Background: an optimization exercise with open tools, aiming at small area, a short achievable clock period and few clock cycles per item. Do not read the settings as production practice.
Function was checked by simulation only, so behaviour that the tests miss may differ from the original.
No activity file was given, so power comes from the tool's default toggle rates.

Design lru_tag_cache_top, start of the top module:
module lru_tag_cache_top (
    input  logic               clk,
    input  logic               rst_n,
    input  logic               req_valid,
    output logic               req_ready,
    input  logic [lru_tc_pkg::MODE_W-1:0]  req_mode,
    input  logic [lru_tc_pkg::KEY_W-1:0]   req_key_tag,
    input  logic [lru_tc_pkg::LOC_W-1:0]   req_location,
    input  logic [lru_tc_pkg::STAMP_W-1:0] req_now,
    input  logic               rsp_ready,
    output logic               rsp_valid,
    output logic               rsp_hit,
    output logic [lru_tc_pkg::LOC_W-1:0]   rsp_found_location,
    output logic [lru_tc_pkg::CNT_W-1:0]   rsp_occupancy
);
For scale: ~6700 cells after synthesis, ~2200 flip-flops, about 130 I/O pins, roughly 0.094 mm2 of cells after synthesis.
==> flow/config.mk <==
export PLATFORM = sky130hd
export DESIGN_NAME = lru_tag_cache_top
export DESIGN_NICKNAME = lru_tag_cache_top
export VERILOG_FILES = /design/flow/design.v
export SDC_FILE = /design/flow/constraint.sdc
export NUM_CORES = 4
export LEC_CHECK = 0
export CAP_MARGIN = 20
export CORE_MARGIN = 2
export CORE_UTILIZATION = 40
export CTS_CLUSTER_DIAMETER = 100
export CTS_CLUSTER_SIZE = 20
export SETUP_SLACK_MARGIN = 2.5
export SLEW_MARGIN = 20
export TNS_END_PERCENT = 5
==> flow/constraint.sdc <==
create_clock -name core_clock -period 5.0 [get_ports {clk}]
set_input_delay 1.0000 -clock core_clock [delete_from_list [all_inputs] [get_ports {clk}]]
set_output_delay 1.0000 -clock core_clock [all_outputs]
set_load 0.01 [all_outputs]
standard.sh (not shown) runs the stock make flow with config.mk's settings and CLKGATE_MAP_FILE= SYNTH_SCRIPT=/design/flow/synth_recipe.tcl, a recipe that flattens the netlist after the stock synthesis.
==> flow/flow/run.sh <==
#!/bin/bash
# The standard layout (standard.sh, unchanged synthesis, floorplan, power grid and
# routing), with two placement/repair settings changed:
#  - the port buffers are buf_4 cells instead of the delay buffers buffer_ports picks;
#  - timing repair may swap a cell for one of another footprint.
# make's full output goes to make_finish.log; each ORFS step keeps its own log under orfs/logs.
set -euo pipefail
bash standard.sh MATCH_CELL_FOOTPRINT=0 "BUFFER_PORTS_ARGS=-buffer_cell sky130_fd_sc_hd__buf_4" finish > make_finish.log 2>&1
The starting point finished clean.
Testbench counts at the start, summed over its fixed seeds: cycles 20,016, items 20,000.
Next try:
--- a/flow/design.v
+++ b/flow/design.v
@@ -86,21 +86,21 @@
             begin
                 l[k] = l[k + w] | (e[k + w] & l[k]);
                 e[k] = e[k + w] & e[k];
             end
         end
         lt_eq = {l[0], e[0]};
     endfunction
     logic [N-1:0]  m_eff, lt_eff, eq_eff;
     logic          fire, hit, full;
     logic          is_l, is_i, is_r;
-    logic [N-1:0]  free_oh, min_oh, tgt;
+    logic [N-1:0]  free_q, free_2nd, free_next, min_oh, tgt;
     logic [N-1:0]  w_new, w_stp, w_loc, w_app, rm;
     logic [N-1:0]  v_next;
     logic [CW-1:0] cnt_next;
     logic          res_hit;
     logic [LW-1:0] res_loc;
     always_comb
     begin
         for (int i = 0; i < N; i++)
         begin
             m_eff[i] = w_tag_oh_q[i] ? r_same_e_q : r_m_q[i];
@@ -117,45 +117,61 @@
         end
     end
     assign fire = r_v_q;
     assign hit  = (w_new_q && r_same_e_q) || (|r_m_q);
     assign full = cnt_q[CW-1];
     assign is_l = (r_mode_q == 2'd0);
     assign is_i = (r_mode_q == 2'd1);
     assign is_r = (r_mode_q == 2'd2);
     always_comb
     begin
-        free_oh = '0;
+        free_2nd = '0;
         for (int i = N - 1; i >= 0; i--)
         begin
-            if (!v_q[i])
+            if (!v_q[i] && !free_q[i])
             begin
-                free_oh    = '0;
-                free_oh[i] = 1'b1;
+                free_2nd    = '0;
+                free_2nd[i] = 1'b1;
             end
         end
     end
     always_comb
     begin
+        if (fire && is_i && !hit && !full)
+            free_next = free_2nd;
+        else if (full && fire && is_r && hit)
+            free_next = rm;
+        else
+            free_next = free_q;
+    end
+    always_ff @(posedge clk or negedge rst_n)
+    begin
+        if (!rst_n)
+            free_q <= N'(1);
+        else
+            free_q <= free_next;
+    end
+    always_comb
+    begin
         for (int i = 0; i < N; i++)
         begin
             min_oh[i] = 1'b1;
             for (int j = 0; j < N; j++)
             begin
                 if (j > i)
                     min_oh[i] = min_oh[i] & bt_q[i][j];
                 else if (j < i)
                     min_oh[i] = min_oh[i] & !bt_q[j][i];
             end
         end
     end
-    assign tgt = full ? min_oh : free_oh;
+    assign tgt = full ? min_oh : free_q;
     always_comb
     begin
         for (int i = 0; i < N; i++)
         begin
             w_new[i] = fire && is_i && !hit && tgt[i];
             w_app[i] = w_new[i] && !full;
             w_stp[i] = w_new[i] || (fire && (is_l || is_i) && m_eff[i]);
             w_loc[i] = fire && is_i && (hit ? m_eff[i] : tgt[i]);
             rm[i]    = fire && is_r && m_eff[i];
         end
What happened: Synthesized area climbs by 0.89%. Setup slack improves by 0.22 ns. Clock-buffer cell count climbs by 8. Sequential share of layout area drops by 0.61 points. Clock skew climbs by 0.044 ns. Power climbs by 15%. Flip-flop and latch count climbs by 16. Cell area climbs by 1.8%. Global-route usage drops by 0.11 points.
Testbench counts after the change, summed over its fixed seeds: cycles 20,016, items 20,000.


MS:
The RTL this note starts from:
==> flow/design.v <==
package lru_tc_pkg;
    localparam int ENTRIES  = 16;
    localparam int TAG_BITS = 64;
    localparam int MODE_W  = 2;
    localparam int KEY_W   = 64;
    localparam int LOC_W   = 8;
    localparam int STAMP_W = 32;
    localparam int IDX_W   = $clog2(ENTRIES);
    localparam int CNT_W   = $clog2(ENTRIES + 1);
    typedef enum logic [MODE_W-1:0] {
        MODE_LOOKUP = 2'd0,
        MODE_INSERT = 2'd1,
        MODE_REMOVE = 2'd2
    } mode_t;
    typedef enum logic [2:0] {
        ST_IDLE,
        ST_SCAN,
        ST_ACT,
        ST_SHIFT,
        ST_FINISH
    } state_t;
    typedef struct packed {
        logic load;
        logic scan;
        logic act;
        logic shift_init;
        logic shift;
        logic cnt_dec;
        logic finish;
    } dp_cmd_t;
    typedef struct packed {
        logic walk_done;
        logic remove_hit;
        logic out_free;
    } dp_status_t;
endpackage
module lru_tag_cache_top (
    input  logic               clk,
    input  logic               rst_n,
    input  logic               req_valid,
    output logic               req_ready,
    input  logic [lru_tc_pkg::MODE_W-1:0]  req_mode,
    input  logic [lru_tc_pkg::KEY_W-1:0]   req_key_tag,
    input  logic [lru_tc_pkg::LOC_W-1:0]   req_location,
    input  logic [lru_tc_pkg::STAMP_W-1:0] req_now,
    input  logic               rsp_ready,
    output logic               rsp_valid,
    output logic               rsp_hit,
    output logic [lru_tc_pkg::LOC_W-1:0]   rsp_found_location,
    output logic [lru_tc_pkg::CNT_W-1:0]   rsp_occupancy
);
    localparam int N  = lru_tc_pkg::ENTRIES;
    localparam int TW = lru_tc_pkg::TAG_BITS;
    localparam int LW = lru_tc_pkg::LOC_W;
    localparam int SW = lru_tc_pkg::STAMP_W;
    localparam int CW = lru_tc_pkg::CNT_W;
    logic [N-1:0]  v_q;
    logic [CW-1:0] cnt_q;
    logic [TW-1:0] tag_q [N];
    logic [LW-1:0] loc_q [N];
    logic [SW-1:0] stp_q [N];
    logic [N-1:0]  bef_q [N];
    logic [N-1:0]  bt_q  [N];
    logic          r_v_q;
    logic          rdy_q;
    logic [1:0]    r_mode_q;
    logic [TW-1:0] r_tag_q;
    logic [LW-1:0] r_loc_q;
    logic [SW-1:0] r_now_q;
    logic [N-1:0]  r_m_q;
    logic [N-1:0]  r_lt_q, r_eq_q;
    logic          r_same_e_q, r_lt_e_q, r_eq_e_q;
    logic [N-1:0]  w_tag_oh_q, w_stp_oh_q, w_rm_q;
    localparam int RW = 1 + LW + CW;
    logic [1:0]    f_cnt_q;
    logic          f_v_q;
    logic [RW-1:0] f_q [3];
    function automatic logic [1:0] lt_eq(input logic [SW-1:0] a, input logic [SW-1:0] b);
        logic [SW-1:0] l, e;
        l = ~a & b;
        e = ~(a ^ b);
        for (int w = 1; w < SW; w = w * 2)
        begin
            for (int k = 0; k < SW; k = k + 2 * w)
            begin
                l[k] = l[k + w] | (e[k + w] & l[k]);
                e[k] = e[k + w] & e[k];
            end
        end
        lt_eq = {l[0], e[0]};
    endfunction
    logic [N-1:0]  m_eff, lt_eff, eq_eff;
    logic          fire, hit, full;
    logic          is_l, is_i, is_r;
    logic [N-1:0]  free_oh, min_oh, tgt;
    logic [N-1:0]  w_new, w_stp, w_loc, w_app, rm;
    logic [N-1:0]  v_next;
    logic [CW-1:0] cnt_next;
    logic          res_hit;
    logic [LW-1:0] res_loc;
    always_comb
    begin
        for (int i = 0; i < N; i++)
        begin
            if (w_tag_oh_q[i])
                m_eff[i] = r_same_e_q;
            else if (w_rm_q[i])
                m_eff[i] = 1'b0;
            else
                m_eff[i] = r_m_q[i];
            if (w_stp_oh_q[i])
            begin
                lt_eff[i] = r_lt_e_q;
                eq_eff[i] = r_eq_e_q;
            end
            else
            begin
                lt_eff[i] = r_lt_q[i];
                eq_eff[i] = r_eq_q[i];
            end
        end
    end
    assign fire = r_v_q;
    assign hit  = |m_eff;
    assign full = cnt_q[CW-1];
    assign is_l = (r_mode_q == 2'd0);
    assign is_i = (r_mode_q == 2'd1);
    assign is_r = (r_mode_q == 2'd2);
    always_comb
    begin
        free_oh = '0;
        for (int i = N - 1; i >= 0; i--)
        begin
            if (!v_q[i])
            begin
                free_oh    = '0;
                free_oh[i] = 1'b1;
            end
        end
    end
    always_comb
    begin
        for (int i = 0; i < N; i++)
        begin
            min_oh[i] = 1'b1;
            for (int j = 0; j < N; j++)
            begin
                if (j > i)
                    min_oh[i] = min_oh[i] & bt_q[i][j];
                else if (j < i)
                    min_oh[i] = min_oh[i] & !bt_q[j][i];
            end
        end
    end
    assign tgt = full ? min_oh : free_oh;
    always_comb
    begin
        for (int i = 0; i < N; i++)
        begin
            w_new[i] = fire && is_i && !hit && tgt[i];
            w_app[i] = w_new[i] && !full;
            w_stp[i] = w_new[i] || (fire && (is_l || is_i) && m_eff[i]);
            w_loc[i] = fire && is_i && (hit ? m_eff[i] : tgt[i]);
            rm[i]    = fire && is_r && m_eff[i];
        end
    end
    assign v_next = (v_q | w_app) & ~rm;
    always_comb
    begin
        cnt_next = cnt_q;
        if (fire && is_i && !hit && !full)
            cnt_next = cnt_q + CW'(1);
        else if (fire && is_r && hit)
            cnt_next = cnt_q - CW'(1);
    end
    assign res_hit = hit && (is_l || is_i || is_r);
    always_comb
    begin
        res_loc = '0;
        for (int i = 0; i < N; i++)
            res_loc = res_loc | (m_eff[i] ? loc_q[i] : '0);
        if (!is_l)
            res_loc = '0;
    end
    always_ff @(posedge clk or negedge rst_n)
    begin
        if (!rst_n)
        begin
            v_q   <= '0;
            cnt_q <= '0;
        end
        else
        begin
            v_q   <= v_next;
            cnt_q <= cnt_next;
        end
    end
    for (genvar i = 0; i < N; i++)
    begin : g_ord
        for (genvar j = i + 1; j < N; j++)
        begin : g_pair
            always_ff @(posedge clk)
            begin
                if (w_app[i])
                    bef_q[i][j] <= 1'b0;
                else if (w_app[j])
                    bef_q[i][j] <= 1'b1;
                if (w_stp[i])
                    bt_q[i][j] <= lt_eff[j] || (eq_eff[j] && !w_app[i] && bef_q[i][j]);
                else if (w_stp[j])
                    bt_q[i][j] <= !(lt_eff[i] || (eq_eff[i] && !w_app[j] && !bef_q[i][j]));
            end
        end
    end
    always_ff @(posedge clk)
    begin
        w_tag_oh_q <= w_new;
        w_stp_oh_q <= w_stp;
        w_rm_q     <= rm;
    end
    for (genvar i = 0; i < N; i++)
    begin : g_ent
        always_ff @(posedge clk)
        begin
            if (w_new[i])
                tag_q[i] <= r_tag_q;
            if (w_loc[i])
                loc_q[i] <= r_loc_q;
            if (w_stp[i])
                stp_q[i] <= r_now_q;
        end
    end
    logic          acc;
    logic          same_e, lt_e, eq_e;
    logic [1:0]    le_e;
    logic [1:0]    le_q [N];
    logic [N-1:0]  m_in, lt_in, eq_in;
    assign acc    = req_valid && rdy_q;
    assign same_e = (req_key_tag == r_tag_q);
    assign le_e   = lt_eq(req_now, r_now_q);
    assign {lt_e, eq_e} = le_e;
    always_comb
    begin
        for (int i = 0; i < N; i++)
        begin
            m_in[i]  = v_q[i] && (req_key_tag == tag_q[i]);
            le_q[i]  = lt_eq(req_now, stp_q[i]);
            lt_in[i] = le_q[i][1];
            eq_in[i] = le_q[i][0];
        end
    end
    always_ff @(posedge clk)
    begin
        r_mode_q   <= req_mode;
        r_tag_q    <= req_key_tag;
        r_loc_q    <= req_location;
        r_now_q    <= req_now;
        r_m_q      <= m_in;
        r_lt_q     <= lt_in;
        r_eq_q     <= eq_in;
        r_same_e_q <= same_e;
        r_lt_e_q   <= lt_e;
        r_eq_e_q   <= eq_e;
    end
    logic          pop;
    logic [1:0]    f_cnt_next;
    logic [RW-1:0] res;
    assign pop        = f_v_q && rsp_ready;
    assign f_cnt_next = f_cnt_q - 2'(pop) + 2'(fire);
    assign res        = {res_hit, res_loc, cnt_next};
    always_ff @(posedge clk or negedge rst_n)
    begin
        if (!rst_n)
        begin
            r_v_q   <= 1'b0;
            rdy_q   <= 1'b1;
            f_cnt_q <= '0;
            f_v_q   <= 1'b0;
        end
        else
        begin
            r_v_q   <= acc;
            rdy_q   <= (3'(f_cnt_next) + 3'(acc)) <= 3'd2;
            f_cnt_q <= f_cnt_next;
            f_v_q   <= f_cnt_next != 2'd0;
        end
    end
    always_ff @(posedge clk)
    begin
        for (int k = 0; k < 3; k++)
        begin
            if (pop)
                f_q[k] <= (k < 2 && 2'(k + 1) < f_cnt_q) ? f_q[(k < 2) ? k + 1 : k] : res;
            else
                f_q[k] <= (2'(k) < f_cnt_q) ? f_q[k] : res;
        end
    end
    assign req_ready          = rdy_q;
    assign rsp_valid          = f_v_q;
    assign {rsp_hit, rsp_found_location, rsp_occupancy} = f_q[0];
endmodule
make LEC_CHECK=0 CAP_MARGIN=20 CORE_MARGIN=2 CORE_UTILIZATION=40 CTS_CLUSTER_DIAMETER=100 CTS_CLUSTER_SIZE=20 SETUP_SLACK_MARGIN=2.5 SLEW_MARGIN=20 TNS_END_PERCENT=5 finish   # period 5.0 ns
run.sh (not shown) runs the stock make flow with config.mk's settings and CLKGATE_MAP_FILE= SYNTH_SCRIPT=/design/flow/synth_recipe.tcl, a recipe that flattens the netlist after the stock synthesis.
Stock flow here: none of the scripts above is used.
Every stage of the flow completed for MS, and the final layout passed the timing, design-rule and antenna checks.
Testbench counts of MS, summed over its fixed seeds: cycles 20,016, items 20,000.
Inputs modified between MS and TR:
diff --git a/flow/design.v b/flow/design.v
--- a/flow/design.v
+++ b/flow/design.v
@@ -70,7 +70,8 @@
     logic [N-1:0]  r_m_q;
     logic [N-1:0]  r_lt_q, r_eq_q;
     logic          r_same_e_q, r_lt_e_q, r_eq_e_q;
-    logic [N-1:0]  w_tag_oh_q, w_stp_oh_q, w_rm_q;
+    logic [N-1:0]  w_tag_oh_q, w_stp_oh_q;
+    logic          w_new_q;
     localparam int RW = 1 + LW + CW;
     logic [1:0]    f_cnt_q;
     logic          f_v_q;
@@ -92,7 +93,7 @@
     logic [N-1:0]  m_eff, lt_eff, eq_eff;
     logic          fire, hit, full;
     logic          is_l, is_i, is_r;
-    logic [N-1:0]  free_oh, min_oh, tgt;
+    logic [N-1:0]  free_q, free_2nd, free_next, min_oh, tgt;
     logic [N-1:0]  w_new, w_stp, w_loc, w_app, rm;
     logic [N-1:0]  v_next;
     logic [CW-1:0] cnt_next;
@@ -102,12 +103,7 @@
     begin
         for (int i = 0; i < N; i++)
         begin
-            if (w_tag_oh_q[i])
-                m_eff[i] = r_same_e_q;
-            else if (w_rm_q[i])
-                m_eff[i] = 1'b0;
-            else
-                m_eff[i] = r_m_q[i];
+            m_eff[i] = w_tag_oh_q[i] ? r_same_e_q : r_m_q[i];
             if (w_stp_oh_q[i])
             begin
                 lt_eff[i] = r_lt_e_q;
@@ -121,25 +117,41 @@
         end
     end
     assign fire = r_v_q;
-    assign hit  = |m_eff;
+    assign hit  = (w_new_q && r_same_e_q) || (|r_m_q);
     assign full = cnt_q[CW-1];
     assign is_l = (r_mode_q == 2'd0);
     assign is_i = (r_mode_q == 2'd1);
     assign is_r = (r_mode_q == 2'd2);
     always_comb
     begin
-        free_oh = '0;
+        free_2nd = '0;
         for (int i = N - 1; i >= 0; i--)
         begin
-            if (!v_q[i])
+            if (!v_q[i] && !free_q[i])
             begin
-                free_oh    = '0;
-                free_oh[i] = 1'b1;
+                free_2nd    = '0;
+                free_2nd[i] = 1'b1;
             end
         end
     end
     always_comb
     begin
+        if (fire && is_i && !hit && !full)
+            free_next = free_2nd;
+        else if (full && fire && is_r && hit)
+            free_next = rm;
+        else
+            free_next = free_q;
+    end
+    always_ff @(posedge clk or negedge rst_n)
+    begin
+        if (!rst_n)
+            free_q <= N'(1);
+        else
+            free_q <= free_next;
+    end
+    always_comb
+    begin
         for (int i = 0; i < N; i++)
         begin
             min_oh[i] = 1'b1;
@@ -152,7 +164,7 @@
             end
         end
     end
-    assign tgt = full ? min_oh : free_oh;
+    assign tgt = full ? min_oh : free_q;
     always_comb
     begin
         for (int i = 0; i < N; i++)
@@ -212,11 +224,22 @@
             end
         end
     end
+    always_ff @(posedge clk or negedge rst_n)
+    begin
+        if (!rst_n)
+        begin
+            w_tag_oh_q <= '0;
+            w_new_q    <= 1'b0;
+        end
+        else
+        begin
+            w_tag_oh_q <= w_new;
+            w_new_q    <= |w_new;
+        end
+    end
     always_ff @(posedge clk)
     begin
-        w_tag_oh_q <= w_new;
         w_stp_oh_q <= w_stp;
-        w_rm_q     <= rm;
     end
     for (genvar i = 0; i < N; i++)
     begin : g_ent
@@ -255,7 +278,7 @@
         r_tag_q    <= req_key_tag;
         r_loc_q    <= req_location;
         r_now_q    <= req_now;
-        r_m_q      <= m_in;
+        r_m_q      <= m_in & ~w_new & ~rm;
         r_lt_q     <= lt_in;
         r_eq_q     <= eq_in;
         r_same_e_q <= same_e;
==> comparison <==
TR vs MS, met1 routed wirelength after detailed routing went down by 5500 um.
On sequential share of power: between TR and MS, it ends up higher for MS.
Compared TR vs MS, and total power is up in TR.
[compare] base=MS new=TR: transition at the pin with the smallest max-transition slack fell 9.2 ps, CTS buffer count fell by 2, clock insertion delay at the later pin of the skew report rose 20 ps.
Diff MS -> TR: worst hold slack across all endpoints now smaller; width of the die now larger; floorplan die area now larger; part of the power in combinational logic now larger.
Of TR and MS, the run reporting the higher number of unique standard cell types used by synthesis was MS.
Changes observed in TR relative to MS: number of buffers between clock root and the deepest sink saw little to no change, complex-gate fraction of the synthesized area saw a decrease.
Testbench counts of TR, summed over its fixed seeds: cycles 20,016, items 20,000.

-- afterwards: timing with drivers on the ports --
In the flow no input, the clock included, has a driving cell. The finished layouts below were timed again as built, in two steps.
Step 1 (the two cells are an assumption about what drives the block):
set clk [get_ports {clk}]
set_driving_cell -lib_cell sky130_fd_sc_hd__clkbuf_16 $clk
set_driving_cell -lib_cell sky130_fd_sc_hd__buf_2 [delete_from_list [all_inputs] $clk]
Step 2 also shifts input and output timing later by t, the mid clock arrival at the registers, as if the neighbouring blocks saw the same clock.
Slacks: no drivers / after step 1 / after step 2; pairs: no drivers / after step 1.
run	t, ns	setup WS [ns]	latest minus earliest clock arrival (ns)	pins driven straight from the clock port
the first run of note 1	0.897	1.980 / 2.056 / 1.159	0.079 / 0.079	1
the second run of note 1	0.923	2.202 / 2.203 / 1.279	0.124 / 0.125	1
MS	0.903	2.154 / 2.154 / 1.321	0.049 / 0.050	1
TR	0.924	2.146 / 2.186 / 1.297	0.070 / 0.070	1
After both steps setup and hold are still met in every run listed. The setup slack of the second run of note 1, which loses most, moves by +0.001 ns with the drivers and by -0.923 ns with both steps.
